Source: an optimization exercise on an open RTL-to-GDS flow (aim: small area and a short achievable clock period). Production flows keep margins and buffers that such runs may drop. Function was not checked in any run shown here: the RTL went through the layout flow alone. Power and IR drop assume default switching activity.

`flow/config.mk`:
```
export PLATFORM = sky130hd
export DESIGN_NAME = jpeg_fb_writer
export DESIGN_NICKNAME = jpeg_fb_writer
export VERILOG_FILES = /design/flow/design.v
export SDC_FILE = /design/flow/constraint.sdc
export NUM_CORES = 4
export LEC_CHECK = 0
export CAP_MARGIN = 20
export CORE_MARGIN = 2
export CORE_UTILIZATION = 40
export CTS_BUF_LIST = sky130_fd_sc_hd__clkbuf_4 sky130_fd_sc_hd__clkbuf_8
export CTS_CLUSTER_DIAMETER = 80
export CTS_CLUSTER_SIZE = 16
export SETUP_SLACK_MARGIN = 4.6
export SLEW_MARGIN = 20
export SYNTH_HIERARCHICAL = 1
```
`flow/constraint.sdc`:
```
create_clock -name core_clock -period 9.0 [get_ports {clk}]
set_input_delay 1.8000 -clock core_clock [delete_from_list [all_inputs] [get_ports {clk}]]
set_output_delay 1.8000 -clock core_clock [all_outputs]
set_load 0.01 [all_outputs]
```
`flow/design.v`:
```
module jpeg_fb_writer #(
  parameter int unsigned       ADDR_W    = 32,
  parameter logic [ADDR_W-1:0] BASE_ADDR = 32'h0010_0000,
  parameter int unsigned       PIX_FMT   = 0
) (
  input  logic              clk,
  input  logic              reset,
  input  logic              in_valid_i,
  input  logic [15:0]       in_width_i,
  input  logic [15:0]       in_height_i,
  input  logic [15:0]       in_x_i,
  input  logic [15:0]       in_y_i,
  input  logic [7:0]        in_r_i,
  input  logic [7:0]        in_g_i,
  input  logic [7:0]        in_b_i,
  output logic              in_accept_o,
  output logic              wr_valid_o,
  output logic [ADDR_W-1:0] wr_addr_o,
  output logic [31:0]       wr_data_o,
  output logic [3:0]        wr_strb_o,
  input  logic              wr_ready_i,
  output logic              frame_done_o,
  output logic              busy_o,
  output logic [15:0]       crop_count_o,
  output logic              geom_err_o
);
  localparam int L = 14;   
  logic        active_q, start_pend_q, frame_done_q, geom_err_q;
  logic        s1_valid_q, s1_crop_q, wr_valid_q, strb_q;
  logic [15:0] s1_x_q;
  logic [7:0]  s1_one_q, s1_two_q, s1_neg_q;   
  logic        s1_y15_q;
  logic [7:0]  enc_one, enc_two, enc_neg;
  logic [16:0] y_ext;
  logic [23:0] s1_rgb_q;
  logic [L-1:0]  wr_lo_q;
  logic          wr_c_q;
  logic [29:L]   wr_a_q, wr_b_q;
  logic [23:0] wr_rgb_q;
  logic [15:0] wn_q, w_q, h_q, col_q, row_q, crop_cnt_q;
  logic        en, accept, hs, use_latched, in_bounds, start_ok, wr_load;
  logic        idle, count, col_last, last, frame_end;
  logic        active_d, start_pend_d, wr_valid_d, s1_valid_d;
  logic [15:0] w_used, h_used;
  logic [L:0]  lo_sum;
  logic [29:L] hi_sum;
  assign en          = !wr_valid_q | wr_ready_i;
  assign accept      = en & in_valid_i;
  assign hs          = wr_valid_q & wr_ready_i;
  assign idle        = !active_q & !frame_done_q;
  assign use_latched = active_q | start_pend_q;
  assign w_q         = ~wn_q;
  assign w_used      = use_latched ? w_q : in_width_i;
  assign h_used      = use_latched ? h_q : in_height_i;
  assign in_bounds   = (in_x_i < w_used) & (in_y_i < h_used);
  assign start_ok    = accept & in_bounds & !use_latched;
  assign y_ext = {in_y_i, 1'b0};
  always_comb begin
    for (int i = 0; i < 8; i++) begin
      enc_one[i] = y_ext[2*i+1] ^ y_ext[2*i];
      enc_two[i] = (y_ext[2*i+2] & !y_ext[2*i+1] & !y_ext[2*i]) | (!y_ext[2*i+2] & y_ext[2*i+1] & y_ext[2*i]);
      enc_neg[i] = y_ext[2*i+2] & !(y_ext[2*i+1] & y_ext[2*i]);
    end
  end
  wire [15:0] w    = w_q;
  wire [15:0] x    = s1_x_q;
  wire [7:0]  bone = s1_one_q;
  wire [7:0]  btwo = s1_two_q;
  wire [7:0]  bneg = s1_neg_q;
  wire        by15 = s1_y15_q;
  wire pp0_0 = ((bone[0] & w[0])) ^ bneg[0];
  wire pp0_1 = ((bone[0] & w[1]) | (btwo[0] & w[0])) ^ bneg[0];
  wire pp0_2 = ((bone[0] & w[2]) | (btwo[0] & w[1])) ^ bneg[0];
  wire pp0_3 = ((bone[0] & w[3]) | (btwo[0] & w[2])) ^ bneg[0];
  wire pp0_4 = ((bone[0] & w[4]) | (btwo[0] & w[3])) ^ bneg[0];
  wire pp0_5 = ((bone[0] & w[5]) | (btwo[0] & w[4])) ^ bneg[0];
  wire pp0_6 = ((bone[0] & w[6]) | (btwo[0] & w[5])) ^ bneg[0];
  wire pp0_7 = ((bone[0] & w[7]) | (btwo[0] & w[6])) ^ bneg[0];
  wire pp0_8 = ((bone[0] & w[8]) | (btwo[0] & w[7])) ^ bneg[0];
  wire pp0_9 = ((bone[0] & w[9]) | (btwo[0] & w[8])) ^ bneg[0];
  wire pp0_10 = ((bone[0] & w[10]) | (btwo[0] & w[9])) ^ bneg[0];
  wire pp0_11 = ((bone[0] & w[11]) | (btwo[0] & w[10])) ^ bneg[0];
  wire pp0_12 = ((bone[0] & w[12]) | (btwo[0] & w[11])) ^ bneg[0];
  wire pp0_13 = ((bone[0] & w[13]) | (btwo[0] & w[12])) ^ bneg[0];
  wire pp0_14 = ((bone[0] & w[14]) | (btwo[0] & w[13])) ^ bneg[0];
  wire pp0_15 = ((bone[0] & w[15]) | (btwo[0] & w[14])) ^ bneg[0];
  wire pp0_16 = ((btwo[0] & w[15])) ^ bneg[0];
  wire pp1_0 = ((bone[1] & w[0])) ^ bneg[1];
  wire pp1_1 = ((bone[1] & w[1]) | (btwo[1] & w[0])) ^ bneg[1];
  wire pp1_2 = ((bone[1] & w[2]) | (btwo[1] & w[1])) ^ bneg[1];
  wire pp1_3 = ((bone[1] & w[3]) | (btwo[1] & w[2])) ^ bneg[1];
  wire pp1_4 = ((bone[1] & w[4]) | (btwo[1] & w[3])) ^ bneg[1];
  wire pp1_5 = ((bone[1] & w[5]) | (btwo[1] & w[4])) ^ bneg[1];
  wire pp1_6 = ((bone[1] & w[6]) | (btwo[1] & w[5])) ^ bneg[1];
  wire pp1_7 = ((bone[1] & w[7]) | (btwo[1] & w[6])) ^ bneg[1];
  wire pp1_8 = ((bone[1] & w[8]) | (btwo[1] & w[7])) ^ bneg[1];
  wire pp1_9 = ((bone[1] & w[9]) | (btwo[1] & w[8])) ^ bneg[1];
  wire pp1_10 = ((bone[1] & w[10]) | (btwo[1] & w[9])) ^ bneg[1];
  wire pp1_11 = ((bone[1] & w[11]) | (btwo[1] & w[10])) ^ bneg[1];
  wire pp1_12 = ((bone[1] & w[12]) | (btwo[1] & w[11])) ^ bneg[1];
  wire pp1_13 = ((bone[1] & w[13]) | (btwo[1] & w[12])) ^ bneg[1];
  wire pp1_14 = ((bone[1] & w[14]) | (btwo[1] & w[13])) ^ bneg[1];
  wire pp1_15 = ((bone[1] & w[15]) | (btwo[1] & w[14])) ^ bneg[1];
  wire pp1_16 = ((btwo[1] & w[15])) ^ bneg[1];
  wire pp2_0 = ((bone[2] & w[0])) ^ bneg[2];
  wire pp2_1 = ((bone[2] & w[1]) | (btwo[2] & w[0])) ^ bneg[2];
  wire pp2_2 = ((bone[2] & w[2]) | (btwo[2] & w[1])) ^ bneg[2];
  wire pp2_3 = ((bone[2] & w[3]) | (btwo[2] & w[2])) ^ bneg[2];
  wire pp2_4 = ((bone[2] & w[4]) | (btwo[2] & w[3])) ^ bneg[2];
  wire pp2_5 = ((bone[2] & w[5]) | (btwo[2] & w[4])) ^ bneg[2];
  wire pp2_6 = ((bone[2] & w[6]) | (btwo[2] & w[5])) ^ bneg[2];
  wire pp2_7 = ((bone[2] & w[7]) | (btwo[2] & w[6])) ^ bneg[2];
  wire pp2_8 = ((bone[2] & w[8]) | (btwo[2] & w[7])) ^ bneg[2];
  wire pp2_9 = ((bone[2] & w[9]) | (btwo[2] & w[8])) ^ bneg[2];
  wire pp2_10 = ((bone[2] & w[10]) | (btwo[2] & w[9])) ^ bneg[2];
  wire pp2_11 = ((bone[2] & w[11]) | (btwo[2] & w[10])) ^ bneg[2];
  wire pp2_12 = ((bone[2] & w[12]) | (btwo[2] & w[11])) ^ bneg[2];
  wire pp2_13 = ((bone[2] & w[13]) | (btwo[2] & w[12])) ^ bneg[2];
  wire pp2_14 = ((bone[2] & w[14]) | (btwo[2] & w[13])) ^ bneg[2];
  wire pp2_15 = ((bone[2] & w[15]) | (btwo[2] & w[14])) ^ bneg[2];
  wire pp2_16 = ((btwo[2] & w[15])) ^ bneg[2];
  wire pp3_0 = ((bone[3] & w[0])) ^ bneg[3];
  wire pp3_1 = ((bone[3] & w[1]) | (btwo[3] & w[0])) ^ bneg[3];
  wire pp3_2 = ((bone[3] & w[2]) | (btwo[3] & w[1])) ^ bneg[3];
  wire pp3_3 = ((bone[3] & w[3]) | (btwo[3] & w[2])) ^ bneg[3];
  wire pp3_4 = ((bone[3] & w[4]) | (btwo[3] & w[3])) ^ bneg[3];
  wire pp3_5 = ((bone[3] & w[5]) | (btwo[3] & w[4])) ^ bneg[3];
  wire pp3_6 = ((bone[3] & w[6]) | (btwo[3] & w[5])) ^ bneg[3];
  wire pp3_7 = ((bone[3] & w[7]) | (btwo[3] & w[6])) ^ bneg[3];
  wire pp3_8 = ((bone[3] & w[8]) | (btwo[3] & w[7])) ^ bneg[3];
  wire pp3_9 = ((bone[3] & w[9]) | (btwo[3] & w[8])) ^ bneg[3];
  wire pp3_10 = ((bone[3] & w[10]) | (btwo[3] & w[9])) ^ bneg[3];
  wire pp3_11 = ((bone[3] & w[11]) | (btwo[3] & w[10])) ^ bneg[3];
  wire pp3_12 = ((bone[3] & w[12]) | (btwo[3] & w[11])) ^ bneg[3];
  wire pp3_13 = ((bone[3] & w[13]) | (btwo[3] & w[12])) ^ bneg[3];
  wire pp3_14 = ((bone[3] & w[14]) | (btwo[3] & w[13])) ^ bneg[3];
  wire pp3_15 = ((bone[3] & w[15]) | (btwo[3] & w[14])) ^ bneg[3];
  wire pp3_16 = ((btwo[3] & w[15])) ^ bneg[3];
  wire pp4_0 = ((bone[4] & w[0])) ^ bneg[4];
  wire pp4_1 = ((bone[4] & w[1]) | (btwo[4] & w[0])) ^ bneg[4];
  wire pp4_2 = ((bone[4] & w[2]) | (btwo[4] & w[1])) ^ bneg[4];
  wire pp4_3 = ((bone[4] & w[3]) | (btwo[4] & w[2])) ^ bneg[4];
  wire pp4_4 = ((bone[4] & w[4]) | (btwo[4] & w[3])) ^ bneg[4];
  wire pp4_5 = ((bone[4] & w[5]) | (btwo[4] & w[4])) ^ bneg[4];
  wire pp4_6 = ((bone[4] & w[6]) | (btwo[4] & w[5])) ^ bneg[4];
  wire pp4_7 = ((bone[4] & w[7]) | (btwo[4] & w[6])) ^ bneg[4];
  wire pp4_8 = ((bone[4] & w[8]) | (btwo[4] & w[7])) ^ bneg[4];
  wire pp4_9 = ((bone[4] & w[9]) | (btwo[4] & w[8])) ^ bneg[4];
  wire pp4_10 = ((bone[4] & w[10]) | (btwo[4] & w[9])) ^ bneg[4];
  wire pp4_11 = ((bone[4] & w[11]) | (btwo[4] & w[10])) ^ bneg[4];
  wire pp4_12 = ((bone[4] & w[12]) | (btwo[4] & w[11])) ^ bneg[4];
  wire pp4_13 = ((bone[4] & w[13]) | (btwo[4] & w[12])) ^ bneg[4];
  wire pp4_14 = ((bone[4] & w[14]) | (btwo[4] & w[13])) ^ bneg[4];
  wire pp4_15 = ((bone[4] & w[15]) | (btwo[4] & w[14])) ^ bneg[4];
  wire pp4_16 = ((btwo[4] & w[15])) ^ bneg[4];
  wire pp5_0 = ((bone[5] & w[0])) ^ bneg[5];
  wire pp5_1 = ((bone[5] & w[1]) | (btwo[5] & w[0])) ^ bneg[5];
  wire pp5_2 = ((bone[5] & w[2]) | (btwo[5] & w[1])) ^ bneg[5];
  wire pp5_3 = ((bone[5] & w[3]) | (btwo[5] & w[2])) ^ bneg[5];
  wire pp5_4 = ((bone[5] & w[4]) | (btwo[5] & w[3])) ^ bneg[5];
  wire pp5_5 = ((bone[5] & w[5]) | (btwo[5] & w[4])) ^ bneg[5];
  wire pp5_6 = ((bone[5] & w[6]) | (btwo[5] & w[5])) ^ bneg[5];
  wire pp5_7 = ((bone[5] & w[7]) | (btwo[5] & w[6])) ^ bneg[5];
  wire pp5_8 = ((bone[5] & w[8]) | (btwo[5] & w[7])) ^ bneg[5];
  wire pp5_9 = ((bone[5] & w[9]) | (btwo[5] & w[8])) ^ bneg[5];
  wire pp5_10 = ((bone[5] & w[10]) | (btwo[5] & w[9])) ^ bneg[5];
  wire pp5_11 = ((bone[5] & w[11]) | (btwo[5] & w[10])) ^ bneg[5];
  wire pp5_12 = ((bone[5] & w[12]) | (btwo[5] & w[11])) ^ bneg[5];
  wire pp5_13 = ((bone[5] & w[13]) | (btwo[5] & w[12])) ^ bneg[5];
  wire pp5_14 = ((bone[5] & w[14]) | (btwo[5] & w[13])) ^ bneg[5];
  wire pp5_15 = ((bone[5] & w[15]) | (btwo[5] & w[14])) ^ bneg[5];
  wire pp5_16 = ((btwo[5] & w[15])) ^ bneg[5];
  wire pp6_0 = ((bone[6] & w[0])) ^ bneg[6];
  wire pp6_1 = ((bone[6] & w[1]) | (btwo[6] & w[0])) ^ bneg[6];
  wire pp6_2 = ((bone[6] & w[2]) | (btwo[6] & w[1])) ^ bneg[6];
  wire pp6_3 = ((bone[6] & w[3]) | (btwo[6] & w[2])) ^ bneg[6];
  wire pp6_4 = ((bone[6] & w[4]) | (btwo[6] & w[3])) ^ bneg[6];
  wire pp6_5 = ((bone[6] & w[5]) | (btwo[6] & w[4])) ^ bneg[6];
  wire pp6_6 = ((bone[6] & w[6]) | (btwo[6] & w[5])) ^ bneg[6];
  wire pp6_7 = ((bone[6] & w[7]) | (btwo[6] & w[6])) ^ bneg[6];
  wire pp6_8 = ((bone[6] & w[8]) | (btwo[6] & w[7])) ^ bneg[6];
  wire pp6_9 = ((bone[6] & w[9]) | (btwo[6] & w[8])) ^ bneg[6];
  wire pp6_10 = ((bone[6] & w[10]) | (btwo[6] & w[9])) ^ bneg[6];
  wire pp6_11 = ((bone[6] & w[11]) | (btwo[6] & w[10])) ^ bneg[6];
  wire pp6_12 = ((bone[6] & w[12]) | (btwo[6] & w[11])) ^ bneg[6];
  wire pp6_13 = ((bone[6] & w[13]) | (btwo[6] & w[12])) ^ bneg[6];
  wire pp6_14 = ((bone[6] & w[14]) | (btwo[6] & w[13])) ^ bneg[6];
  wire pp6_15 = ((bone[6] & w[15]) | (btwo[6] & w[14])) ^ bneg[6];
  wire pp6_16 = ((btwo[6] & w[15])) ^ bneg[6];
  wire pp7_0 = ((bone[7] & w[0])) ^ bneg[7];
  wire pp7_1 = ((bone[7] & w[1]) | (btwo[7] & w[0])) ^ bneg[7];
  wire pp7_2 = ((bone[7] & w[2]) | (btwo[7] & w[1])) ^ bneg[7];
  wire pp7_3 = ((bone[7] & w[3]) | (btwo[7] & w[2])) ^ bneg[7];
  wire pp7_4 = ((bone[7] & w[4]) | (btwo[7] & w[3])) ^ bneg[7];
  wire pp7_5 = ((bone[7] & w[5]) | (btwo[7] & w[4])) ^ bneg[7];
  wire pp7_6 = ((bone[7] & w[6]) | (btwo[7] & w[5])) ^ bneg[7];
  wire pp7_7 = ((bone[7] & w[7]) | (btwo[7] & w[6])) ^ bneg[7];
  wire pp7_8 = ((bone[7] & w[8]) | (btwo[7] & w[7])) ^ bneg[7];
  wire pp7_9 = ((bone[7] & w[9]) | (btwo[7] & w[8])) ^ bneg[7];
  wire pp7_10 = ((bone[7] & w[10]) | (btwo[7] & w[9])) ^ bneg[7];
  wire pp7_11 = ((bone[7] & w[11]) | (btwo[7] & w[10])) ^ bneg[7];
  wire pp7_12 = ((bone[7] & w[12]) | (btwo[7] & w[11])) ^ bneg[7];
  wire pp7_13 = ((bone[7] & w[13]) | (btwo[7] & w[12])) ^ bneg[7];
  wire pp7_14 = ((bone[7] & w[14]) | (btwo[7] & w[13])) ^ bneg[7];
  wire pp7_15 = ((bone[7] & w[15]) | (btwo[7] & w[14])) ^ bneg[7];
  wire ms0, mc0;
  jfw_ha u_ms0 (.a(x[14]), .b(bneg[7]), .s(ms0), .co(mc0));
  wire ms1, mc1;
  jfw_ha u_ms1 (.a(x[15]), .b(pp0_15), .s(ms1), .co(mc1));
  wire ms2, mc2;
  jfw_ha u_ms2 (.a((by15 & w[0])), .b(pp0_16), .s(ms2), .co(mc2));
  wire ms3, mc3;
  jfw_fa u_ms3 (.a(1'b1), .b(~bneg[0]), .c((by15 & w[1])), .s(ms3), .co(mc3));
  wire ms4, mc4;
  jfw_ha u_ms4 (.a(x[8]), .b(bneg[4]), .s(ms4), .co(mc4));
  wire ms5, mc5;
  jfw_ha u_ms5 (.a(x[9]), .b(pp0_9), .s(ms5), .co(mc5));
  wire ms6, mc6;
  jfw_fa u_ms6 (.a(x[10]), .b(bneg[5]), .c(pp0_10), .s(ms6), .co(mc6));
  wire ms7, mc7;
  jfw_ha u_ms7 (.a(pp1_8), .b(pp2_6), .s(ms7), .co(mc7));
  wire ms8, mc8;
  jfw_fa u_ms8 (.a(x[11]), .b(pp0_11), .c(pp1_9), .s(ms8), .co(mc8));
  wire ms9, mc9;
  jfw_ha u_ms9 (.a(pp2_7), .b(pp3_5), .s(ms9), .co(mc9));
  wire ms10, mc10;
  jfw_fa u_ms10 (.a(x[12]), .b(bneg[6]), .c(pp0_12), .s(ms10), .co(mc10));
  wire ms11, mc11;
  jfw_fa u_ms11 (.a(pp1_10), .b(pp2_8), .c(pp3_6), .s(ms11), .co(mc11));
  wire ms12, mc12;
  jfw_ha u_ms12 (.a(pp4_4), .b(pp5_2), .s(ms12), .co(mc12));
  wire ms13, mc13;
  jfw_fa u_ms13 (.a(x[13]), .b(pp0_13), .c(pp1_11), .s(ms13), .co(mc13));
  wire ms14, mc14;
  jfw_fa u_ms14 (.a(pp2_9), .b(pp3_7), .c(pp4_5), .s(ms14), .co(mc14));
  wire ms15, mc15;
  jfw_ha u_ms15 (.a(pp5_3), .b(pp6_1), .s(ms15), .co(mc15));
  wire ms16, mc16;
  jfw_fa u_ms16 (.a(ms0), .b(pp0_14), .c(pp1_12), .s(ms16), .co(mc16));
  wire ms17, mc17;
  jfw_fa u_ms17 (.a(pp2_10), .b(pp3_8), .c(pp4_6), .s(ms17), .co(mc17));
  wire ms18, mc18;
  jfw_fa u_ms18 (.a(pp5_4), .b(pp6_2), .c(pp7_0), .s(ms18), .co(mc18));
  wire ms19, mc19;
  jfw_fa u_ms19 (.a(mc0), .b(pp1_13), .c(pp2_11), .s(ms19), .co(mc19));
  wire ms20, mc20;
  jfw_fa u_ms20 (.a(pp3_9), .b(pp4_7), .c(pp5_5), .s(ms20), .co(mc20));
  wire ms21, mc21;
  jfw_fa u_ms21 (.a(pp6_3), .b(pp7_1), .c(ms1), .s(ms21), .co(mc21));
  wire ms22, mc22;
  jfw_fa u_ms22 (.a(pp1_14), .b(pp2_12), .c(pp3_10), .s(ms22), .co(mc22));
  wire ms23, mc23;
  jfw_fa u_ms23 (.a(pp4_8), .b(pp5_6), .c(pp6_4), .s(ms23), .co(mc23));
  wire ms24, mc24;
  jfw_fa u_ms24 (.a(pp7_2), .b(mc1), .c(ms2), .s(ms24), .co(mc24));
  wire ms25, mc25;
  jfw_fa u_ms25 (.a(pp1_15), .b(pp2_13), .c(pp3_11), .s(ms25), .co(mc25));
  wire ms26, mc26;
  jfw_fa u_ms26 (.a(pp4_9), .b(pp5_7), .c(pp6_5), .s(ms26), .co(mc26));
  wire ms27, mc27;
  jfw_fa u_ms27 (.a(pp7_3), .b(mc2), .c(ms3), .s(ms27), .co(mc27));
  wire ms28, mc28;
  jfw_fa u_ms28 (.a((by15 & w[2])), .b(pp1_16), .c(pp2_14), .s(ms28), .co(mc28));
  wire ms29, mc29;
  jfw_fa u_ms29 (.a(pp3_12), .b(pp4_10), .c(pp5_8), .s(ms29), .co(mc29));
  wire ms30, mc30;
  jfw_fa u_ms30 (.a(pp6_6), .b(pp7_4), .c(mc3), .s(ms30), .co(mc30));
  wire ms31, mc31;
  jfw_fa u_ms31 (.a(1'b1), .b(~bneg[1]), .c((by15 & w[3])), .s(ms31), .co(mc31));
  wire ms32, mc32;
  jfw_fa u_ms32 (.a(pp2_15), .b(pp3_13), .c(pp4_11), .s(ms32), .co(mc32));
  wire ms33, mc33;
  jfw_fa u_ms33 (.a(pp5_9), .b(pp6_7), .c(pp7_5), .s(ms33), .co(mc33));
  wire ms34, mc34;
  jfw_fa u_ms34 (.a(1'b1), .b((by15 & w[4])), .c(pp2_16), .s(ms34), .co(mc34));
  wire ms35, mc35;
  jfw_fa u_ms35 (.a(pp3_14), .b(pp4_12), .c(pp5_10), .s(ms35), .co(mc35));
  wire ms36, mc36;
  jfw_ha u_ms36 (.a(pp6_8), .b(pp7_6), .s(ms36), .co(mc36));
  wire ms37, mc37;
  jfw_fa u_ms37 (.a(~bneg[2]), .b((by15 & w[5])), .c(pp3_15), .s(ms37), .co(mc37));
  wire ms38, mc38;
  jfw_fa u_ms38 (.a(pp4_13), .b(pp5_11), .c(pp6_9), .s(ms38), .co(mc38));
  wire ms39, mc39;
  jfw_fa u_ms39 (.a(1'b1), .b((by15 & w[6])), .c(pp3_16), .s(ms39), .co(mc39));
  wire ms40, mc40;
  jfw_ha u_ms40 (.a(pp4_14), .b(pp5_12), .s(ms40), .co(mc40));
  wire ms41, mc41;
  jfw_fa u_ms41 (.a(~bneg[3]), .b((by15 & w[7])), .c(pp4_15), .s(ms41), .co(mc41));
  wire ms42, mc42;
  jfw_ha u_ms42 (.a(1'b1), .b((by15 & w[8])), .s(ms42), .co(mc42));
  wire ms43, mc43;
  jfw_ha u_ms43 (.a(x[4]), .b(bneg[2]), .s(ms43), .co(mc43));
  wire ms44, mc44;
  jfw_ha u_ms44 (.a(x[5]), .b(pp0_5), .s(ms44), .co(mc44));
  wire ms45, mc45;
  jfw_fa u_ms45 (.a(x[6]), .b(bneg[3]), .c(pp0_6), .s(ms45), .co(mc45));
  wire ms46, mc46;
  jfw_ha u_ms46 (.a(pp1_4), .b(pp2_2), .s(ms46), .co(mc46));
  wire ms47, mc47;
  jfw_fa u_ms47 (.a(x[7]), .b(pp0_7), .c(pp1_5), .s(ms47), .co(mc47));
  wire ms48, mc48;
  jfw_ha u_ms48 (.a(pp2_3), .b(pp3_1), .s(ms48), .co(mc48));
  wire ms49, mc49;
  jfw_fa u_ms49 (.a(ms4), .b(pp0_8), .c(pp1_6), .s(ms49), .co(mc49));
  wire ms50, mc50;
  jfw_fa u_ms50 (.a(pp2_4), .b(pp3_2), .c(pp4_0), .s(ms50), .co(mc50));
  wire ms51, mc51;
  jfw_fa u_ms51 (.a(mc4), .b(pp1_7), .c(pp2_5), .s(ms51), .co(mc51));
  wire ms52, mc52;
  jfw_fa u_ms52 (.a(pp3_3), .b(pp4_1), .c(ms5), .s(ms52), .co(mc52));
  wire ms53, mc53;
  jfw_fa u_ms53 (.a(pp3_4), .b(pp4_2), .c(pp5_0), .s(ms53), .co(mc53));
  wire ms54, mc54;
  jfw_fa u_ms54 (.a(mc5), .b(ms7), .c(ms6), .s(ms54), .co(mc54));
  wire ms55, mc55;
  jfw_fa u_ms55 (.a(pp4_3), .b(pp5_1), .c(mc7), .s(ms55), .co(mc55));
  wire ms56, mc56;
  jfw_fa u_ms56 (.a(ms9), .b(mc6), .c(ms8), .s(ms56), .co(mc56));
  wire ms57, mc57;
  jfw_fa u_ms57 (.a(pp6_0), .b(mc9), .c(ms12), .s(ms57), .co(mc57));
  wire ms58, mc58;
  jfw_fa u_ms58 (.a(mc8), .b(ms10), .c(ms11), .s(ms58), .co(mc58));
  wire ms59, mc59;
  jfw_fa u_ms59 (.a(mc12), .b(ms15), .c(mc10), .s(ms59), .co(mc59));
  wire ms60, mc60;
  jfw_fa u_ms60 (.a(mc11), .b(ms13), .c(ms14), .s(ms60), .co(mc60));
  wire ms61, mc61;
  jfw_fa u_ms61 (.a(mc15), .b(mc13), .c(mc14), .s(ms61), .co(mc61));
  wire ms62, mc62;
  jfw_fa u_ms62 (.a(ms16), .b(ms17), .c(ms18), .s(ms62), .co(mc62));
  wire ms63, mc63;
  jfw_fa u_ms63 (.a(mc16), .b(mc17), .c(mc18), .s(ms63), .co(mc63));
  wire ms64, mc64;
  jfw_fa u_ms64 (.a(ms19), .b(ms20), .c(ms21), .s(ms64), .co(mc64));
  wire ms65, mc65;
  jfw_fa u_ms65 (.a(mc19), .b(mc20), .c(ms22), .s(ms65), .co(mc65));
  wire ms66, mc66;
  jfw_fa u_ms66 (.a(ms23), .b(mc21), .c(ms24), .s(ms66), .co(mc66));
  wire ms67, mc67;
  jfw_fa u_ms67 (.a(mc22), .b(mc23), .c(ms25), .s(ms67), .co(mc67));
  wire ms68, mc68;
  jfw_fa u_ms68 (.a(ms26), .b(mc24), .c(ms27), .s(ms68), .co(mc68));
  wire ms69, mc69;
  jfw_fa u_ms69 (.a(mc25), .b(mc26), .c(ms28), .s(ms69), .co(mc69));
  wire ms70, mc70;
  jfw_fa u_ms70 (.a(ms29), .b(mc27), .c(ms30), .s(ms70), .co(mc70));
  wire ms71, mc71;
  jfw_fa u_ms71 (.a(ms31), .b(mc28), .c(mc29), .s(ms71), .co(mc71));
  wire ms72, mc72;
  jfw_fa u_ms72 (.a(ms32), .b(ms33), .c(mc30), .s(ms72), .co(mc72));
  wire ms73, mc73;
  jfw_fa u_ms73 (.a(mc31), .b(ms36), .c(mc32), .s(ms73), .co(mc73));
  wire ms74, mc74;
  jfw_fa u_ms74 (.a(mc33), .b(ms34), .c(ms35), .s(ms74), .co(mc74));
  wire ms75, mc75;
  jfw_fa u_ms75 (.a(pp7_7), .b(mc36), .c(mc34), .s(ms75), .co(mc75));
  wire ms76, mc76;
  jfw_fa u_ms76 (.a(mc35), .b(ms37), .c(ms38), .s(ms76), .co(mc76));
  wire ms77, mc77;
  jfw_fa u_ms77 (.a(pp6_10), .b(pp7_8), .c(ms40), .s(ms77), .co(mc77));
  wire ms78, mc78;
  jfw_fa u_ms78 (.a(mc37), .b(mc38), .c(ms39), .s(ms78), .co(mc78));
  wire ms79, mc79;
  jfw_fa u_ms79 (.a(pp5_13), .b(pp6_11), .c(pp7_9), .s(ms79), .co(mc79));
  wire ms80, mc80;
  jfw_fa u_ms80 (.a(mc40), .b(mc39), .c(ms41), .s(ms80), .co(mc80));
  wire ms81, mc81;
  jfw_fa u_ms81 (.a(pp4_16), .b(pp5_14), .c(pp6_12), .s(ms81), .co(mc81));
  wire ms82, mc82;
  jfw_fa u_ms82 (.a(pp7_10), .b(ms42), .c(mc41), .s(ms82), .co(mc82));
  wire ms83, mc83;
  jfw_fa u_ms83 (.a(~bneg[4]), .b((by15 & w[9])), .c(mc42), .s(ms83), .co(mc83));
  wire ms84, mc84;
  jfw_fa u_ms84 (.a(pp5_15), .b(pp6_13), .c(pp7_11), .s(ms84), .co(mc84));
  wire ms85, mc85;
  jfw_fa u_ms85 (.a(1'b1), .b((by15 & w[10])), .c(pp5_16), .s(ms85), .co(mc85));
  wire ms86, mc86;
  jfw_ha u_ms86 (.a(pp6_14), .b(pp7_12), .s(ms86), .co(mc86));
  wire ms87, mc87;
  jfw_fa u_ms87 (.a(~bneg[5]), .b((by15 & w[11])), .c(pp6_15), .s(ms87), .co(mc87));
  wire ms88, mc88;
  jfw_ha u_ms88 (.a(1'b1), .b((by15 & w[12])), .s(ms88), .co(mc88));
  wire ms89, mc89;
  jfw_ha u_ms89 (.a(x[2]), .b(bneg[1]), .s(ms89), .co(mc89));
  wire ms90, mc90;
  jfw_ha u_ms90 (.a(x[3]), .b(pp0_3), .s(ms90), .co(mc90));
  wire ms91, mc91;
  jfw_fa u_ms91 (.a(ms43), .b(pp0_4), .c(pp1_2), .s(ms91), .co(mc91));
  wire ms92, mc92;
  jfw_fa u_ms92 (.a(mc43), .b(pp1_3), .c(pp2_1), .s(ms92), .co(mc92));
  wire ms93, mc93;
  jfw_fa u_ms93 (.a(pp3_0), .b(mc44), .c(ms46), .s(ms93), .co(mc93));
  wire ms94, mc94;
  jfw_fa u_ms94 (.a(mc46), .b(ms48), .c(mc45), .s(ms94), .co(mc94));
  wire ms95, mc95;
  jfw_fa u_ms95 (.a(mc48), .b(mc47), .c(ms49), .s(ms95), .co(mc95));
  wire ms96, mc96;
  jfw_fa u_ms96 (.a(mc49), .b(mc50), .c(ms51), .s(ms96), .co(mc96));
  wire ms97, mc97;
  jfw_fa u_ms97 (.a(mc51), .b(ms53), .c(mc52), .s(ms97), .co(mc97));
  wire ms98, mc98;
  jfw_fa u_ms98 (.a(mc53), .b(ms55), .c(mc54), .s(ms98), .co(mc98));
  wire ms99, mc99;
  jfw_fa u_ms99 (.a(mc55), .b(ms57), .c(mc56), .s(ms99), .co(mc99));
  wire ms100, mc100;
  jfw_fa u_ms100 (.a(mc57), .b(mc58), .c(ms59), .s(ms100), .co(mc100));
  wire ms101, mc101;
  jfw_fa u_ms101 (.a(mc59), .b(mc60), .c(ms61), .s(ms101), .co(mc101));
  wire ms102, mc102;
  jfw_fa u_ms102 (.a(mc61), .b(mc62), .c(ms63), .s(ms102), .co(mc102));
  wire ms103, mc103;
  jfw_fa u_ms103 (.a(mc63), .b(ms65), .c(mc64), .s(ms103), .co(mc103));
  wire ms104, mc104;
  jfw_fa u_ms104 (.a(mc65), .b(ms67), .c(mc66), .s(ms104), .co(mc104));
  wire ms105, mc105;
  jfw_fa u_ms105 (.a(mc67), .b(ms69), .c(mc68), .s(ms105), .co(mc105));
  wire ms106, mc106;
  jfw_fa u_ms106 (.a(mc69), .b(ms71), .c(mc70), .s(ms106), .co(mc106));
  wire ms107, mc107;
  jfw_fa u_ms107 (.a(mc71), .b(ms73), .c(mc72), .s(ms107), .co(mc107));
  wire ms108, mc108;
  jfw_fa u_ms108 (.a(mc73), .b(mc74), .c(ms75), .s(ms108), .co(mc108));
  wire ms109, mc109;
  jfw_fa u_ms109 (.a(mc75), .b(ms77), .c(mc76), .s(ms109), .co(mc109));
  wire ms110, mc110;
  jfw_fa u_ms110 (.a(ms79), .b(mc77), .c(mc78), .s(ms110), .co(mc110));
  wire ms111, mc111;
  jfw_fa u_ms111 (.a(mc79), .b(ms81), .c(mc80), .s(ms111), .co(mc111));
  wire ms112, mc112;
  jfw_fa u_ms112 (.a(mc81), .b(ms83), .c(ms84), .s(ms112), .co(mc112));
  wire ms113, mc113;
  jfw_fa u_ms113 (.a(ms86), .b(mc83), .c(mc84), .s(ms113), .co(mc113));
  wire ms114, mc114;
  jfw_fa u_ms114 (.a(pp7_13), .b(mc86), .c(mc85), .s(ms114), .co(mc114));
  wire ms115, mc115;
  jfw_fa u_ms115 (.a(pp6_16), .b(pp7_14), .c(ms88), .s(ms115), .co(mc115));
  wire ms116, mc116;
  jfw_fa u_ms116 (.a(~bneg[6]), .b((by15 & w[13])), .c(mc88), .s(ms116), .co(mc116));
  wire ms117, mc117;
  jfw_ha u_ms117 (.a(x[0]), .b(bneg[0]), .s(ms117), .co(mc117));
  wire ms118, mc118;
  jfw_ha u_ms118 (.a(x[1]), .b(pp0_1), .s(ms118), .co(mc118));
  wire ms119, mc119;
  jfw_fa u_ms119 (.a(ms89), .b(pp0_2), .c(pp1_0), .s(ms119), .co(mc119));
  wire ms120, mc120;
  jfw_fa u_ms120 (.a(mc89), .b(pp1_1), .c(ms90), .s(ms120), .co(mc120));
  wire ms121, mc121;
  jfw_fa u_ms121 (.a(pp2_0), .b(mc90), .c(ms91), .s(ms121), .co(mc121));
  wire ms122, mc122;
  jfw_fa u_ms122 (.a(ms44), .b(mc91), .c(ms92), .s(ms122), .co(mc122));
  wire ms123, mc123;
  jfw_fa u_ms123 (.a(mc92), .b(ms45), .c(ms93), .s(ms123), .co(mc123));
  wire ms124, mc124;
  jfw_fa u_ms124 (.a(ms47), .b(mc93), .c(ms94), .s(ms124), .co(mc124));
  wire ms125, mc125;
  jfw_fa u_ms125 (.a(ms50), .b(mc94), .c(ms95), .s(ms125), .co(mc125));
  wire ms126, mc126;
  jfw_fa u_ms126 (.a(ms52), .b(mc95), .c(ms96), .s(ms126), .co(mc126));
  wire ms127, mc127;
  jfw_fa u_ms127 (.a(mc96), .b(ms54), .c(ms97), .s(ms127), .co(mc127));
  wire ms128, mc128;
  jfw_fa u_ms128 (.a(ms56), .b(mc97), .c(ms98), .s(ms128), .co(mc128));
  wire ms129, mc129;
  jfw_fa u_ms129 (.a(ms58), .b(mc98), .c(ms99), .s(ms129), .co(mc129));
  wire ms130, mc130;
  jfw_fa u_ms130 (.a(ms60), .b(mc99), .c(ms100), .s(ms130), .co(mc130));
  wire ms131, mc131;
  jfw_fa u_ms131 (.a(ms62), .b(mc100), .c(ms101), .s(ms131), .co(mc131));
  wire ms132, mc132;
  jfw_fa u_ms132 (.a(mc101), .b(ms64), .c(ms102), .s(ms132), .co(mc132));
  wire ms133, mc133;
  jfw_fa u_ms133 (.a(mc102), .b(ms66), .c(ms103), .s(ms133), .co(mc133));
  wire ms134, mc134;
  jfw_fa u_ms134 (.a(ms68), .b(mc103), .c(ms104), .s(ms134), .co(mc134));
  wire ms135, mc135;
  jfw_fa u_ms135 (.a(ms70), .b(mc104), .c(ms105), .s(ms135), .co(mc135));
  wire ms136, mc136;
  jfw_fa u_ms136 (.a(ms72), .b(mc105), .c(ms106), .s(ms136), .co(mc136));
  wire ms137, mc137;
  jfw_fa u_ms137 (.a(ms74), .b(mc106), .c(ms107), .s(ms137), .co(mc137));
  wire ms138, mc138;
  jfw_fa u_ms138 (.a(ms76), .b(mc107), .c(ms108), .s(ms138), .co(mc138));
  wire ms139, mc139;
  jfw_fa u_ms139 (.a(ms78), .b(mc108), .c(ms109), .s(ms139), .co(mc139));
  wire ms140, mc140;
  jfw_fa u_ms140 (.a(ms80), .b(mc109), .c(ms110), .s(ms140), .co(mc140));
  wire ms141, mc141;
  jfw_fa u_ms141 (.a(ms82), .b(mc110), .c(ms111), .s(ms141), .co(mc141));
  wire ms142, mc142;
  jfw_fa u_ms142 (.a(mc82), .b(ms112), .c(mc111), .s(ms142), .co(mc142));
  wire ms143, mc143;
  jfw_fa u_ms143 (.a(ms85), .b(mc112), .c(ms113), .s(ms143), .co(mc143));
  wire ms144, mc144;
  jfw_fa u_ms144 (.a(ms87), .b(mc113), .c(ms114), .s(ms144), .co(mc144));
  wire ms145, mc145;
  jfw_fa u_ms145 (.a(mc87), .b(ms115), .c(mc114), .s(ms145), .co(mc145));
  wire ms146, mc146;
  jfw_fa u_ms146 (.a(pp7_15), .b(mc115), .c(ms116), .s(ms146), .co(mc146));
  wire [29:0] mra = {ms146, mc144, mc143, ms143, mc141, mc140, mc139, mc138, mc137, mc136, mc135, mc134, mc133, mc132, mc131, mc130, mc129, mc128, mc127, mc126, mc125, mc124, mc123, mc122, mc121, mc120, mc119, mc118, mc117, ms117};
  wire [29:0] mrb = {mc145, ms145, ms144, mc142, ms142, ms141, ms140, ms139, ms138, ms137, ms136, ms135, ms134, ms133, ms132, ms131, ms130, ms129, ms128, ms127, ms126, ms125, ms124, ms123, ms122, ms121, ms120, ms119, ms118, pp0_0};
  assign lo_sum      = {1'b0, mra[L-1:0]} + {1'b0, mrb[L-1:0]};
  assign wr_load     = en & s1_valid_q & !s1_crop_q;
  assign s1_valid_d  = en ? in_valid_i : s1_valid_q;
  assign wr_valid_d  = en ? (s1_valid_q & !s1_crop_q) : wr_valid_q;
  assign count       = active_q & hs;
  assign col_last    = col_q == 16'd1;
  assign last        = col_last & (row_q == 16'd1);
  assign frame_end   = count & last;
  assign active_d     = (idle & (start_pend_q | start_ok)) | (active_q & !frame_end);
  assign start_pend_d = frame_done_q & start_ok;
  always_ff @(posedge clk) begin
    if (en) begin
      s1_x_q    <= in_x_i;
      s1_one_q  <= enc_one;
      s1_two_q  <= enc_two;
      s1_neg_q  <= enc_neg;
      s1_y15_q  <= in_y_i[15];
      s1_rgb_q  <= {in_r_i, in_g_i, in_b_i};
      s1_crop_q <= !in_bounds;
    end
    if (start_ok) begin
      wn_q  <= ~in_width_i;
      h_q   <= in_height_i;
    end
    if (start_ok | count)
      col_q <= (!count | col_last) ? w_used : col_q - 16'd1;
    if (start_ok | (count & col_last))
      row_q <= count ? row_q - 16'd1 : in_height_i;
  end
  always_ff @(posedge clk) begin
    if (!reset) begin
      active_q     <= 1'b0;
      start_pend_q <= 1'b0;
      frame_done_q <= 1'b0;
      geom_err_q   <= 1'b0;
      s1_valid_q   <= 1'b0;
      wr_valid_q   <= 1'b0;
      strb_q       <= 1'b0;
      wr_lo_q      <= '0;
      wr_c_q       <= 1'b0;
      wr_a_q       <= '0;
      wr_b_q       <= '0;
      wr_rgb_q     <= '0;
      crop_cnt_q   <= '0;
    end else begin
      active_q     <= active_d;
      start_pend_q <= start_pend_d;
      frame_done_q <= frame_end;
      if (active_q & accept & ((in_width_i != w_q) | (in_height_i != h_q)))
        geom_err_q <= 1'b1;
      s1_valid_q   <= s1_valid_d;
      wr_valid_q   <= wr_valid_d;
      if (wr_load) begin
        strb_q  <= 1'b1;
        wr_rgb_q <= s1_rgb_q;
        wr_lo_q <= lo_sum[L-1:0];
        wr_c_q  <= lo_sum[L];
        wr_a_q  <= mra[29:L];
        wr_b_q  <= mrb[29:L];
      end
      if (start_ok)
        crop_cnt_q <= 16'd0;
      else if (en & s1_valid_q & s1_crop_q & (crop_cnt_q != 16'hFFFF))
        crop_cnt_q <= crop_cnt_q + 16'd1;
    end
  end
  jfw_cpa_hi u_hi (.a(wr_a_q), .b(wr_b_q), .ci(wr_c_q), .s(hi_sum));
  jfw_accept u_acc (.wr_valid(wr_valid_q), .wr_ready(wr_ready_i), .accept(in_accept_o));
  assign wr_valid_o   = wr_valid_q;
  assign wr_addr_o    = {hi_sum, wr_lo_q, 2'b00};
  assign wr_data_o    = {8'h00, wr_rgb_q};
  assign wr_strb_o    = {4{strb_q}};
  assign frame_done_o = frame_done_q;
  assign busy_o       = active_q | frame_done_q | s1_valid_q | wr_valid_q | start_pend_q;
  assign crop_count_o = crop_cnt_q;
  assign geom_err_o   = geom_err_q;
endmodule
module jfw_cpa_hi (input logic [15:0] a, b, input logic ci, output logic [15:0] s);
  logic [15:0] p, g;
  assign p = a ^ b;
  assign g = a & b;
  wire G1_0 = g[0] | (p[0] & ci);
  wire G3_2 = g[2] | (p[2] & g[1]);
  wire P3_2 = p[2] & p[1];
  wire G5_4 = g[4] | (p[4] & g[3]);
  wire P5_4 = p[4] & p[3];
  wire G7_6 = g[6] | (p[6] & g[5]);
  wire P7_6 = p[6] & p[5];
  wire G9_8 = g[8] | (p[8] & g[7]);
  wire P9_8 = p[8] & p[7];
  wire G11_10 = g[10] | (p[10] & g[9]);
  wire P11_10 = p[10] & p[9];
  wire G13_12 = g[12] | (p[12] & g[11]);
  wire P13_12 = p[12] & p[11];
  wire G15_14 = g[14] | (p[14] & g[13]);
  wire P15_14 = p[14] & p[13];
  wire G3_0 = G3_2 | (P3_2 & G1_0);
  wire G7_4 = G7_6 | (P7_6 & G5_4);
  wire P7_4 = P7_6 & P5_4;
  wire G11_8 = G11_10 | (P11_10 & G9_8);
  wire P11_8 = P11_10 & P9_8;
  wire G15_12 = G15_14 | (P15_14 & G13_12);
  wire P15_12 = P15_14 & P13_12;
  wire G7_0 = G7_4 | (P7_4 & G3_0);
  wire G15_8 = G15_12 | (P15_12 & G11_8);
  wire P15_8 = P15_12 & P11_8;
  wire G15_0 = G15_8 | (P15_8 & G7_0);
  wire G11_0 = G11_8 | (P11_8 & G7_0);
  wire G5_0 = G5_4 | (P5_4 & G3_0);
  wire G9_0 = G9_8 | (P9_8 & G7_0);
  wire G13_0 = G13_12 | (P13_12 & G11_0);
  wire G2_0 = g[1] | (p[1] & G1_0);
  wire G4_0 = g[3] | (p[3] & G3_0);
  wire G6_0 = g[5] | (p[5] & G5_0);
  wire G8_0 = g[7] | (p[7] & G7_0);
  wire G10_0 = g[9] | (p[9] & G9_0);
  wire G12_0 = g[11] | (p[11] & G11_0);
  wire G14_0 = g[13] | (p[13] & G13_0);
  wire G16_0 = g[15] | (p[15] & G15_0);
  assign s[0] = p[0] ^ ci;
  assign s[1] = p[1] ^ G1_0;
  assign s[2] = p[2] ^ G2_0;
  assign s[3] = p[3] ^ G3_0;
  assign s[4] = p[4] ^ G4_0;
  assign s[5] = p[5] ^ G5_0;
  assign s[6] = p[6] ^ G6_0;
  assign s[7] = p[7] ^ G7_0;
  assign s[8] = p[8] ^ G8_0;
  assign s[9] = p[9] ^ G9_0;
  assign s[10] = p[10] ^ G10_0;
  assign s[11] = p[11] ^ G11_0;
  assign s[12] = p[12] ^ G12_0;
  assign s[13] = p[13] ^ G13_0;
  assign s[14] = p[14] ^ G14_0;
  assign s[15] = p[15] ^ G15_0;
endmodule
module jfw_accept (input logic wr_valid, wr_ready, output logic accept);
  assign accept = !wr_valid | wr_ready;
endmodule
module jfw_fa (input logic a, b, c, output logic s, co);
  assign s  = a ^ b ^ c;
  assign co = (a & b) | (c & (a ^ b));
endmodule
module jfw_ha (input logic a, b, output logic s, co);
  assign s  = a ^ b;
  assign co = a & b;
endmodule
```
`flow/flow/run.sh`:
```
#!/bin/bash
# Own layout flow: the standard flow, with plain buf_1 cells as the port buffers
# (instead of the delay-cell buffer the resizer picks by default). Every port still gets
# its own buffer. The full make output goes to std_flow.log in the work folder.
set -euo pipefail
export BUFFER_PORTS_ARGS="-buffer_cell sky130_fd_sc_hd__buf_1"
bash standard.sh finish > std_flow.log 2>&1
```
`flow/standard.sh`:
```
#!/bin/bash
# synth_recipe.tcl (not shown) runs the flow's synth.tcl, then flattens the netlist and writes it again
# the make line also repeats each setting of config.mk as NAME=value (left out here)
make -C /OpenROAD-flow-scripts/flow DESIGN_CONFIG=/design/flow/config.mk WORK_HOME=/design/flow/orfs CLKGATE_MAP_FILE= SYNTH_SCRIPT=/design/flow/synth_recipe.tcl "${@:-finish}"
```
==> results of run 1 <==
[registers in the layout, indices dropped and copies added (netlist names), 8 cells and up]
signal	cells
s1_rgb_q	24
wr_rgb_q	24
col_q	16
crop_cnt_q	16
h_q	16
row_q	16
s1_x_q	16
wn_q	16
wr_a_q	16
wr_b_q	16
wr_lo_q	14
s1_neg_q	8
s1_one_q	8
s1_two_q	8
[metrics by stage]
| stage | util (%) | hold slack (ps) | total power, uW | cell area [sq um] |
|---|---|---|---|---|
| 2_1_floorplan | - | 447 | 3620 | 16900 |
| 3_5_place_dp | 43.4 | 458 | 4370 | 17800 |
| 3_3_place_gp | 43.4 | 451 | 4340 | 17800 |
| 5_1_grt | 46.5 | 492 | 5780 | 19100 |
| 4_1_cts | 45.8 | 471 | 5200 | 18800 |
| 6_report | 46.5 | 468 | 5290 | 19100 |
[power breakdown]
group          switching (uW)  total [uW]  internal (uW)  leakage, uW
registers                 109        1340           1230      0.00206
clock network             434         759            325     0.000282
logic                    1780        3190           1400      0.00451
total                    2330        5290           2960      0.00685
[timing repair]
item | in CTS | in global routing
endpoints found under the setup margin | 12 | 30
setup buffers | 38 | 19
hold buffers | 0 | 0
gates cloned | 0 | 1
pin swaps | 5 | 7
resized for setup | 22 | 28
[area by class of cell]
| class | count | area share (%) |
|---|---|---|
| Antenna cell | 1 | 0.0131 |
| Clock buffer | 32 | 2.15 |
| Clock inverter | 12 | 0.749 |
| Inverter | 64 | 1.51 |
| Multi-Input combinational cell | 1254 | 55.2 |
| Sequential cell | 224 | 30.4 |
| Tap cell | 532 | 3.49 |
| Timing Repair Buffer | 234 | 6.49 |
| Timing Repair inverter | 1 | 0.0263 |
[Yosys stat by module, one instance, submodules excluded]
module          area [sq um]  copies in the design
jfw_fa                  20.0                   125
jpeg_fb_writer         13200                     1
jfw_cpa_hi               693                     1
jfw_accept              6.26                     1
jfw_ha                  12.5                    22
[worst max-delay path, cell delays in order (launching register included)]
cell,delay (ps)
dfxtp_2,340
fa_2,420
a211oi_4,250
o211ai_2,140
a41oi_2,250
o21ai_2,80
fa_2,360
xor2_2,170
buf_2,170
[cell families after synthesis]
| logic type | after synthesis | share of synthesized area, % |
|---|---|---|
| other | 2 | 0.0450 |
| and+or+nand+nor | 432 | 12.2 |
| adders and majority gates | 226 | 23.0 |
| xor gates and xnor gates | 218 | 11.4 |
| AOI/OAI and AO/OA | 343 | 13.3 |
| muxes | 18 | 1.08 |
| buffers and inverters | 177 | 4.39 |
| DFF | 224 | 34.6 |
[metal layers]
| layer | vias to the layer above | wire length, um | share of wire, % |
|---|---|---|---|
| met1 | 6155 | 20500 | 45 |
| met4 | 0 | 818 | 1.8 |
| met2 | 548 | 20300 | 45 |
| met3 | 71 | 3900 | 8.6 |
| met5 | - | 0 | 0 |
| li1 | 6024 | - | - |
[how the worst max path moves through the flow]
stage,startpoint,to,slack (ps),depth (start not counted)
2_1_floorplan,in_width_i[11],row_q[0],4120,8
3_3_place_gp,in_width_i[3],col_q[13],4020,9
3_5_place_dp,in_width_i[3],col_q[13],4060,9
4_1_cts,wr_c_q,wr_addr_o[30],4320,8
5_1_grt,wr_c_q,wr_addr_o[28],4290,8
6_report,wr_c_q,wr_addr_o[30],4430,8
[cells in the final DEF (no fill, tap or decap), types with 27 or more instances in the layout]
| master | instances |
|---|---|
| o22ai_1 | 120 |
| xor2_1 | 50 |
| buf_4 | 57 |
| dfxtp_1 | 93 |
| nand3_1 | 29 |
| inv_1 | 45 |
| edfxtp_1 | 130 |
| o21ai_0 | 43 |
| ha_1 | 88 |
| buf_1 | 160 |
| clkbuf_8 | 27 |
| xnor2_1 | 164 |
| nor2_1 | 75 |
| a21oi_1 | 46 |
| fa_1 | 129 |
| nand2_1 | 189 |
| a21boi_0 | 62 |
==> results.toml, run 1 <==
[synth]
yosysTopAreaCell = "edfxtp_1"
ys_ff_latch = 224
synth_top_area_share_pct = 23.4
yosys-top-cells-area = "edfxtp_1 (23%), fa_1 (16%), dfxtp_1 (11%)"
synth_flop_cell = "edfxtp_1"
synthCells = 1640
netlist_area_sq_um = 16700
synth_common_cells = "nand2_1 (191), xnor2_1 (164), fa_1 (134)"
ys_seq_area_share_pct = 34.6
ys_warn_count = 7
synth.most_common_cell = "nand2_1"
synth.avg_cell_area_sq_um = 10.2
synth-edff-count = 130
synthDistinctLibCells = 68
synthArstFlopShare_pct = 0

[grt]
use_met1_pct = 29.8
top_usage_layer = "met2"
grtUsageTotal_pct = 20.6
grt_pass1_wl_um = 70700
gr-total-overflow = 0
grt_max_degree = 87
grt_pass1_vias = 12300
grt_use_met2_pct = 32.0
met3_usage_pct = 4.05
grt_antenna_before_repair = 2

[sta]
period_minus_slack_ps = 4570
max_slew_margin_pct = 32.0
max_freq_mhz = 219
finClkSkew_ps = 53.3
finalSetupViolations = 0
rsz0062_at_grt = "true"
timing.final.ws_setup_ps = 4430
setup_tns_ps = 0
finalHoldViolCount = 0
worst_pin_slew_ps = 1020
period_share_pct = 50.8
slew_violations = 0

[routing]
remaining_drc_errors = 0
firstDrtPassIters = 5
wire_per_inst_um = 19.3
postRouteAntennaNets = 0
vias = 12800
viasPerCell = 5.44
drtIter0Drc = 1152
wl_um = 45500

[cells_and_area]
layout.cells.non_filler = 2354
nets = 2121
layout.area.seq_sq_um = 5790
fill_cells = 3882
area_delta_synth_final_pct = 14.1
final_layout_size_suffix_gt1_share_pct = 10.3
multi_input_area_sq_um = 10500

[die]
die_x_um = 208
initial_core_util_pct = 40.7
dieHeight_um = 208
core-area_sq_um = 41000
rows = 74
die_area_sq_um = 43400
io_pins = 181

[setup_path]
r2r_end = "wr_c_q"
reg2reg_depth = 14
required_ps = 7200
cp-end-kind = "output pin"
startpoint_type = "flop"
critPathKind = "flop to output pin"
r2r-start = "s1_two_q[0]"
reg2reg_slack_ps = 4710
crit_fanout = 2
arrival_ps = 2770

[placement]
place_inst = 2251
port_buffers = 170
dp_slack_ps = 4060
dp_hpwl_um = 32600
gp_congestion = 0.873

[clock_tree]
cts_tree = "yes"
clkTransAtPathRegs_ps = 90
clk_latency_ps = 610
cts_buffer_depth = 3
clock_sinks = 224
clock-root-buffer = "clkbuf_8"
htree_levels = 1
numCtsBuffers = 24

[hold_path]
hold_depth = 2
hold_path.class = "flop to flop"
worstHoldEndpoint = "wr_rgb_q[20]"
min_from = "wr_rgb_q[20]"

[pwr]
p_leak_uw = 0.00685
peakVddDrop_mv = 0.262
power.density_nw_per_um2 = 277

[flow_run]
cap_violations = 0

[outcome]
status = "no timing/DRC/antenna violations"
==> inputs of run 2 (changes only) <==
--- a/flow/design.v
+++ b/flow/design.v
@@ -523,9 +523,10 @@
       wn_q  <= ~in_width_i;
       h_q   <= in_height_i;
+      col_q <= w_used;
+      row_q <= in_height_i;
+    end else if (count) begin
+      col_q <= col_last ? w_used : col_q - 16'd1;
+      if (col_last) row_q <= row_q - 16'd1;
     end
-    if (start_ok | count)
-      col_q <= (!count | col_last) ? w_used : col_q - 16'd1;
-    if (start_ok | (count & col_last))
-      row_q <= count ? row_q - 16'd1 : in_height_i;
   end
   always_ff @(posedge clk) begin
==> run 2 against run 1 <==
Net effect: critical path depth decreased by 1; fmax rose by 0.15%; clock power is about 20% lower; critical endpoint is now wr_addr_o[27].
==> results.toml, run 2 <==
[outcome]
status = "no timing/DRC/antenna violations"

[pwr]
peakVddDrop_mv = 0.227
power.density_nw_per_um2 = 272
total_power_uw = 5090
p_int_uw = 2860
p_seq_share_pct = 26.5
p_leak_uw = 0.00683
comb_power_share_pct = 61.6
switchingPower_uw = 2230
swShare_pct = 43.8
p_clk_share_pct = 12.0

[routing]
postRouteAntennaNets = 0
drtIter0Drc = 1035
firstDrtPassIters = 5
wire_per_inst_um = 20.4
viasPerCell = 5.47
vias = 12600
remaining_drc_errors = 0
wl_um = 47000

[cells_and_area]
area_delta_synth_final_pct = 12.7
final_layout_size_suffix_gt1_share_pct = 10.3
n_antenna_cell = 0
layout.area.seq_sq_um = 5790
nets = 2080
final_common_cell = "nand2_1"
layout.cells.non_filler = 2306
final_cell_mix = "nand2_1 (173), xnor2_1 (167), buf_1 (160)"
fill_cells = 3859
multi_input_area_sq_um = 10200
top_regs = "s1_rgb_q (24), wr_rgb_q (24)"

[die]
initial_core_util_pct = 40.6
die_x_um = 208
rows = 74
core-area_sq_um = 40800
die_area_sq_um = 43100
dieHeight_um = 208
io_pins = 181

[setup_path]
startpoint_type = "flop"
critPathKind = "flop to output pin"
r2r_end = "wr_c_q"
cp_num_cells = 7
crit_top_cell = "fa_2"
critical-path-slowest-cell = "fa_2"
critPathBufInv = 2
cpPeakStageDelay_ps = 530
r2r-start = "s1_neg_q[0]"
startpoint = "wr_a_q[14]"
worstPathCellList = "fa_2 > a211oi_4 > o211ai_2 > a41oi_2 > inv_1 > fa_2 > buf_6"
crit_end = "wr_addr_o[27]"
cp-end-kind = "output pin"
required_ps = 7200
reg2reg_slack_ps = 4760
reg2reg_depth = 12
path_delay_family = "adder cells"
arrival_ps = 2760
crit_fanout = 2

[grt]
grt_pass1_vias = 12700
grt_max_degree = 88
gr-total-overflow = 0
grt_pass1_wl_um = 72500
grt_antenna_before_repair = 1
grtUsageTotal_pct = 21.4

[synth]
yosys-top-cells-area = "edfxtp_1 (24%), fa_1 (16%), dfxtp_1 (11%)"
yosys.area_share.simple_pct = 11.2
synth_flop_cell = "edfxtp_1"
synth-edff-count = 130
synthDistinctLibCells = 64
ys_seq_area_share_pct = 34.9
ys_ff_latch = 224
synth_top_area_share_pct = 23.5
synthCells = 1591
synth_mux_area_share_pct = 3.08
ys_warn_count = 7
synth-compound-area-share_pct = 11.6
synth_top_family_by_area = "adder cells"
netlist_area_sq_um = 16600
synth_common_cells = "nand2_1 (173), xnor2_1 (167), fa_1 (134)"
yosysTopAreaCell = "edfxtp_1"
synthArstFlopShare_pct = 0
synth.avg_cell_area_sq_um = 10.4
synth_fa_ha_area_share_pct = 23.1
synthXorXnorAreaFrac_pct = 11.6
synth.most_common_cell = "nand2_1"

[sta]
max_slew_margin_pct = 33.8
period_minus_slack_ps = 4560
rsz0062_at_grt = "true"
timing.final.ws_setup_ps = 4440
worst_pin_slew_ps = 994
max_freq_mhz = 219
setup_tns_ps = 0
finalHoldViolCount = 0
finClkSkew_ps = 50.6
finalSetupViolations = 0
slew_violations = 0
hold_slack_ps = 455
period_share_pct = 50.7

[placement]
dp_slack_ps = 3680
port_buffers = 170
dp_hpwl_um = 33200
place_inst = 2210
gp_congestion = 0.863

[clock_tree]
clock_sinks = 224
cts_tree = "yes"
clk_latency_ps = 590
htree_levels = 1
numCtsBuffers = 19
ctsHoldBuffers = 0
clkTransAtPathRegs_ps = 100
clock-root-buffer = "clkbuf_8"
cts_buffer_depth = 3

[hold_path]
hold_depth = 2
hold_path.class = "flop to flop"

[flow_run]
cap_violations = 0
==> run 2: changes by cell type after synthesis, sizes merged, moves of 15 or more <==
cell / before / now
a21boi: 62 / 0
a21oi: 49 / 87
mux2i: 18 / 33
nand2: 191 / 173
nor2: 76 / 50
o21ai: 63 / 47
==> run 2: area by class of cell <==
| cell class | count | share of cell area, % |
|---|---|---|
| clock buffers | 27 | 1.72 |
| repair buffers | 245 | 7.21 |
| well taps | 532 | 3.56 |
| multi-input cells | 1208 | 54.7 |
| flip-flops and latches | 224 | 31.0 |
| inverters | 64 | 1.61 |
| clock inverters | 6 | 0.228 |
==> run 2: how the worst min path moves through the flow <==
stage / startpoint / end / slack (ps)
3_3_place_gp: wr_rgb_q[1] / wr_rgb_q[1] / 440
5_1_grt: wr_rgb_q[14] / wr_rgb_q[14] / 480
6_report: wr_lo_q[6] / wr_lo_q[6] / 460
4_1_cts: wr_lo_q[6] / wr_lo_q[6] / 460
2_1_floorplan: wr_b_q[16] / wr_b_q[16] / 440
3_5_place_dp: wr_lo_q[6] / wr_lo_q[6] / 450
==> run 2: timing repair <==
item	in CTS	in global routing
pin swaps	7	7
setup buffers	32	31
endpoints found under the setup margin	47	14
resized for setup	37	29
cloned	0	0
==> run 2: kinds of logic after synthesis <==
logic type	after synthesis
flops	224
mux	47
other cells	2
simple gates	391
compound gates	308
xor+xnor	219
buf+inv	174
fa+ha+maj	226
==> run 2: worst min-delay path, delay by kind of cell, from the launching register on <==
family           cells  cell delay (ps)
AO/OA/AOI/OAI        1               50
flip-flops           1              320
AND/OR/NAND/NOR      1               50
==> run 2: power groups by stage <==
stage	clock network, uW	logic [uW]	registers [uW]
floorplan	0	2250	1330
detailed placement	0	2980	1390
global placement	0	2950	1380
global route	671	3550	1370
finish	609	3130	1350
CTS	637	3070	1350
==> run 2: per-module statistics from Yosys (local to each module, per instance) <==
module,area (sq um),flip-flops and latches,cells inside,copies in the design
jfw_fa,20.0,0,1,125
jfw_ha,12.5,0,1,22
jfw_accept,6.26,0,1,1
jfw_cpa_hi,693,0,78,1
jpeg_fb_writer,13100,224,1365,1
==> run 2: layer usage <==
metal	part of all wire, %	wire length (um)	up-vias	track usage [%]
li1	-	-	5879	-
met1	41	19100	6122	27.1
met2	48	22700	503	35.9
met3	7.2	3370	102	4.08
met4	4.0	1860	0	8.62
met5	0	0	-	0.222
==> run 2: stage by stage <==
step,util [%],cell area (sq um)
after floorplan,-,16600
after global placement,43.0,17500
after detailed placement,43.0,17500
after CTS,44.8,18300
after global routing,45.8,18700
final,45.8,18700

==> what the ideal ports hide <==
The flow's constraints put no driver on any port. The routed layouts listed below were extracted and timed again, unchanged, in two steps. Step 1 (the two cells are an assumption about what drives the block):
set clk [get_ports {clk}]
set_driving_cell -lib_cell sky130_fd_sc_hd__clkbuf_16 $clk
set_driving_cell -lib_cell sky130_fd_sc_hd__buf_2 [delete_from_list [all_inputs] $clk]
Step 2 also shifts input and output timing later by t, the mid clock arrival at the registers, as if the neighbouring blocks saw the same clock. Three values: ideal, step 1, step 2; two values: the first two.
| run | t (ns) | setup slack, ns | slew at the worst register clock pin (ns) |
|---|---|---|---|
| run 1 | 0.635 | 4.430 / 4.381 / 4.200 | 0.11 / 0.11 |
| run 2 | 0.615 | 4.437 / 4.388 / 4.146 | 0.12 / 0.12 |
After both steps setup and hold are still met in every run listed. For run 2, which loses most, drivers alone change the setup slack by -0.049 ns; drivers and shift together by -0.291 ns.
